Source: an optimization exercise on an open RTL-to-GDS flow (aim: small area). Production flows keep margins and buffers that such runs may drop.
No activity file was given, so power comes from the tool's default toggle rates.

==> flow/design.v <==
package band_pkg;
  localparam int DEFAULT_FREQ_W    = 32;
  localparam int DEFAULT_NUM_BANDS = 8;
endpackage
module band_gt2 (
  input  logic [1:0] a,
  input  logic [1:0] nb,
  input  logic       c,
  output logic       y
);
  logic t;
  assign t = (a[0] & nb[0]) | (a[0] & c) | (nb[0] & c);
  assign y = (a[1] & nb[1]) | (a[1] & t) | (nb[1] & t);
endmodule
module band_gt2_first #(
  parameter bit CI = 1'b0
) (
  input  logic [1:0] a,
  input  logic [1:0] nb,
  output logic       y
);
  logic t;
  assign t = CI ? (a[0] | nb[0]) : (a[0] & nb[0]);
  assign y = (a[1] & nb[1]) | (a[1] & t) | (nb[1] & t);
endmodule
module band_gt #(
  parameter int W  = 32,
  parameter bit GE = 1'b0
) (
  input  logic [W-1:0] a,
  input  logic [W-1:0] nb,
  output logic         gt
);
  logic [W/2:1] c;
  band_gt2_first #(.CI(GE)) u_first (.a(a[1:0]), .nb(nb[1:0]), .y(c[1]));
  for (genvar i = 1; i < W / 2; i++) begin : g_stage
    band_gt2 u_stage (.a(a[2*i+1:2*i]), .nb(nb[2*i+1:2*i]), .c(c[i]), .y(c[i+1]));
  end
  assign gt = c[W/2];
endmodule
module band_mux #(
  parameter int N = 7
) (
  input  logic [N-1:0] d,
  input  logic [N-1:0] s,
  output logic         y
);
  assign y = |(d & s);
endmodule
module band_nmux #(
  parameter int N = 7
) (
  input  logic [N-1:0] d,
  input  logic [N-1:0] s,
  output logic         ny
);
  assign ny = ~|(d & s);
endmodule
module band_add_bit #(
  parameter bit K = 1'b0
) (
  input  logic f,
  input  logic c,
  output logic s,
  output logic co
);
  assign s  = f ^ c ^ K;
  assign co = K ? (f | c) : (f & c);
endmodule
module band_add_const #(
  parameter int           W   = 32,
  parameter logic [W-1:0] K   = 1,
  localparam int          LSB = $clog2(K & -K)
) (
  input  logic [W-1:LSB] x,
  output logic [W-1:LSB] s,
  output logic           co
);
  logic [W:LSB+1] c;
  assign s[LSB]   = ~x[LSB];
  assign c[LSB+1] = x[LSB];
  for (genvar i = LSB + 1; i < W; i++) begin : g_bit
    band_add_bit #(.K(K[i])) u_bit (.f(x[i]), .c(c[i]), .s(s[i]), .co(c[i+1]));
  end
  assign co = c[W];
endmodule
module band_dom #(
  parameter int W = 16
) (
  input  logic [W-1:0] a,
  input  logic [W-1:0] nb,
  output logic         p
);
  assign p = &(a | nb);
endmodule
module band_gt_split #(
  parameter int W  = 32,
  parameter int L  = 16,
  parameter bit GE = 1'b0
) (
  input  logic [W-1:0] a,
  input  logic [W-1:0] nb,
  output logic         gt
);
  logic c_lo, g_hi, p_hi;
  band_gt  #(.W(L), .GE(GE)) u_lo (.a(a[L-1:0]), .nb(nb[L-1:0]), .gt(c_lo));
  band_gt  #(.W(W - L))      u_hi (.a(a[W-1:L]), .nb(nb[W-1:L]), .gt(g_hi));
  band_dom #(.W(W - L))      u_p  (.a(a[W-1:L]), .nb(nb[W-1:L]), .p(p_hi));
  assign gt = g_hi | (p_hi & c_lo);
endmodule
module band_match
#(
  parameter int  FREQ_W    = 32,
  parameter int  NUM_BANDS = 8,
  parameter int  HYST_HZ   = 10000,
  parameter int  HIT_SPLIT = 32,
  localparam int IDX_W     = $clog2(NUM_BANDS)
) (
  input  logic [FREQ_W-1:0]                freq,
  input  logic [NUM_BANDS-1:1][FREQ_W-1:0] lo,
  input  logic [NUM_BANDS-1:1][FREQ_W-1:0] hi,
  input  logic [NUM_BANDS-1:1]             en,
  input  logic [IDX_W-1:0]                 cur_band,
  output logic [NUM_BANDS-1:1]             hit,
  output logic                             hyst
);
  localparam logic [FREQ_W-1:0] HYST = FREQ_W'(HYST_HZ);
  localparam int HLSB = $clog2(HYST & -HYST);
  logic [FREQ_W-1:0]    nfreq;
  logic [NUM_BANDS-1:1] lo_gt, hi_gt;
  assign nfreq = ~freq;
  for (genvar k = 1; k < NUM_BANDS; k++) begin : g_band
    if (HIT_SPLIT < FREQ_W) begin : g_split
      band_gt_split #(.W(FREQ_W), .L(HIT_SPLIT)) u_lo (.a(lo[k]), .nb(nfreq), .gt(lo_gt[k]));
      band_gt_split #(.W(FREQ_W), .L(HIT_SPLIT)) u_hi (.a(hi[k]), .nb(nfreq), .gt(hi_gt[k]));
    end else begin : g_ripple
      band_gt #(.W(FREQ_W)) u_lo (.a(lo[k]), .nb(nfreq), .gt(lo_gt[k]));
      band_gt #(.W(FREQ_W)) u_hi (.a(hi[k]), .nb(nfreq), .gt(hi_gt[k]));
    end
    assign hit[k] = en[k] & ~lo_gt[k] & hi_gt[k];
  end
  logic [NUM_BANDS-1:1] cur_oh;
  logic [FREQ_W-1:0]    ncur_lo, cur_hi;
  logic [FREQ_W-1:0]    f_plus, nf_minus;
  logic                 plus_co, f_lt_h, win_lo_ge, win_hi_gt;
  for (genvar k = 1; k < NUM_BANDS; k++) begin : g_cur
    assign cur_oh[k] = (cur_band == IDX_W'(k));
  end
  for (genvar i = 0; i < FREQ_W; i++) begin : g_mux
    logic [NUM_BANDS-1:1] lo_i, hi_i;
    for (genvar k = 1; k < NUM_BANDS; k++) begin : g_k
      assign lo_i[k] = lo[k][i];
      assign hi_i[k] = hi[k][i];
    end
    band_nmux #(.N(NUM_BANDS - 1)) u_lo (.d(lo_i), .s(cur_oh), .ny(ncur_lo[i]));
    band_mux  #(.N(NUM_BANDS - 1)) u_hi (.d(hi_i), .s(cur_oh), .y(cur_hi[i]));
  end
  assign f_plus[HLSB-1:0]   = freq[HLSB-1:0];
  assign nf_minus[HLSB-1:0] = nfreq[HLSB-1:0];
  band_add_const #(.W(FREQ_W), .K(HYST)) u_plus (
    .x(freq[FREQ_W-1:HLSB]), .s(f_plus[FREQ_W-1:HLSB]), .co(plus_co));
  band_add_const #(.W(FREQ_W), .K(HYST)) u_minus (
    .x(nfreq[FREQ_W-1:HLSB]), .s(nf_minus[FREQ_W-1:HLSB]), .co(f_lt_h));
  band_gt_split #(.W(FREQ_W), .GE(1'b1)) u_win_lo (.a(f_plus), .nb(ncur_lo),  .gt(win_lo_ge));
  band_gt_split #(.W(FREQ_W))            u_win_hi (.a(cur_hi), .nb(nf_minus), .gt(win_hi_gt));
  assign hyst = |(en & cur_oh)
             && (plus_co || win_lo_ge)
             && (freq != '1)
             && (f_lt_h || win_hi_gt);
endmodule
module band_filter_sequencer
#(
  parameter int  FREQ_W        = 32,
  parameter int  NUM_BANDS     = 8,
  parameter int  BREAK_CYCLES  = 4,
  parameter int  SETTLE_CYCLES = 8,
  parameter int  HYST_HZ       = 10000,
  localparam int IDX_W         = $clog2(NUM_BANDS)
) (
  input  logic                 clock,
  input  logic                 reset,
  input  logic [FREQ_W-1:0]    frequency,
  input  logic                 freq_valid,
  input  logic                 tx,
  input  logic                 tbl_we,
  input  logic [IDX_W-1:0]     tbl_addr,
  input  logic [FREQ_W-1:0]    tbl_lo,
  input  logic [FREQ_W-1:0]    tbl_hi,
  input  logic                 tbl_en,
  output logic [NUM_BANDS-1:0] filt_sel,
  output logic                 mute,
  output logic                 busy
);
  localparam int SEQ_MAX = SETTLE_CYCLES + BREAK_CYCLES;
  localparam int SEQ_W   = $clog2(SEQ_MAX + 1);
  localparam logic [SEQ_W-1:0] SEQ_BRK  = SEQ_W'(SEQ_MAX);
  localparam logic [SEQ_W-1:0] SEQ_LAST = SEQ_W'(SETTLE_CYCLES + 1);
  logic [FREQ_W-1:0]                freq_q;
  logic [NUM_BANDS-1:1][FREQ_W-1:0] lo_q, hi_q;
  logic [NUM_BANDS-1:1]             en_q;
  logic [IDX_W-1:0]                 cur_q;
  logic [SEQ_W-1:0]                 seq_q;
  logic                             in_break;
  logic [NUM_BANDS-1:1]             hit, hit_q;
  logic                             hyst;
  logic [IDX_W-1:0]                 hcur_q, prio, cand_q;
  band_match #(
    .FREQ_W    (FREQ_W),
    .NUM_BANDS (NUM_BANDS),
    .HYST_HZ   (HYST_HZ),
    .HIT_SPLIT (20)
  ) u_match (
    .freq     (freq_q),
    .lo       (lo_q),
    .hi       (hi_q),
    .en       (en_q),
    .cur_band (cur_q),
    .hit      (hit),
    .hyst     (hyst)
  );
  always_comb begin
    prio = '0;
    for (int k = NUM_BANDS - 1; k >= 1; k--)
      if (hit_q[k]) prio = IDX_W'(k);
  end
  always_ff @(posedge clock) begin
    for (int k = 1; k < NUM_BANDS; k++) begin
      if (tbl_we && tbl_addr == IDX_W'(k)) begin
        lo_q[k] <= tbl_lo;
        hi_q[k] <= tbl_hi;
      end
    end
  end
  assign in_break = (seq_q > SEQ_W'(SETTLE_CYCLES));
  always_ff @(posedge clock) begin
    if (reset) begin
      freq_q <= '0;
      en_q   <= '0;
      cur_q  <= '0;
      seq_q  <= '0;
      hit_q  <= '0;
      hcur_q <= '0;
      cand_q <= '0;
    end else begin
      hit_q  <= tx ? '0 : hit;
      hcur_q <= (hyst && !tx) ? cur_q : '0;
      cand_q <= (hcur_q != '0) ? hcur_q : prio;
      if (freq_valid) freq_q <= frequency;
      for (int k = 1; k < NUM_BANDS; k++)
        if (tbl_we && tbl_addr == IDX_W'(k)) en_q[k] <= tbl_en;
      if (in_break) begin
        seq_q <= seq_q - SEQ_W'(1);
        if (seq_q == SEQ_LAST) cur_q <= cand_q;
      end else if (cand_q != cur_q) begin
        seq_q <= SEQ_BRK;
      end else if (seq_q != '0) begin
        seq_q <= seq_q - SEQ_W'(1);
      end
    end
  end
  assign filt_sel = in_break ? '0 : (NUM_BANDS'(1) << cur_q);
  assign mute     = (seq_q != '0);
  assign busy     = (seq_q != '0);
endmodule
Settings: LEC_CHECK=0, CAP_MARGIN=20, CORE_MARGIN=2, CORE_UTILIZATION=40, SLEW_MARGIN=20, SYNTH_HIERARCHICAL=1, SYNTH_MINIMUM_KEEP_SIZE=0; clock period 6.5 ns.
run.sh (not shown) runs the stock make flow with config.mk's settings and CLKGATE_MAP_FILE= SYNTH_SCRIPT=/design/flow/synth_recipe.tcl, a recipe that flattens the netlist after the stock synthesis.
Edit:
--- a/flow/design.v
+++ b/flow/design.v
@@ -208,6 +208,5 @@
     .FREQ_W    (FREQ_W),
     .NUM_BANDS (NUM_BANDS),
-    .HYST_HZ   (HYST_HZ),
-    .HIT_SPLIT (20)
+    .HYST_HZ   (HYST_HZ)
   ) u_match (
     .freq     (freq_q),
The new run passed the timing, DRC and antenna checks.
Global-route usage came out lower by 3.0 points.
Cell count fell by 5.3%.
Clock power is lower by about 4%.
Total power falls by 2.1%.
Core utilization goes up by 0.89 points.
Worst setup slack is better by 0.091 ns.
Hold slack gains 0.014 ns.
Sequential share of layout area is higher by 0.47 points.
Final area came out lower by 0.95%.
Combinational power fell by 4.0%.
Function was not checked in any run of this note: the RTL went through the layout flow alone.

-- afterwards: timing with drivers on the ports --
How much do the figures lean on ideal ports? The routed layouts below were timed once more, with nothing changed but the port constraints.
Step 1 sets driving cells, clkbuf_16 on the clock port and buf_2 on the other inputs (assumed; they add their load-dependent delay and slew).
Step 2, shift: input delay + t, output delay - t, t = (earliest + latest rising clock arrival at the registers) / 2. This alone moves slack from input paths to output paths.
a / b / c = ideal / step 1 / step 2; a / b = the first two.
run	t, ns	setup WS [ns]	worst setup path after step 2	slew at the worst register clock pin (ns)	cell pins on the clock port's net
the first run	0.686	0.167 / 0.167 / 0.167	register to register	0.07 / 0.07	1
the second run	0.673	0.258 / 0.258 / 0.258	register to register	0.06 / 0.06	1
After both steps setup and hold are still met in every run listed.
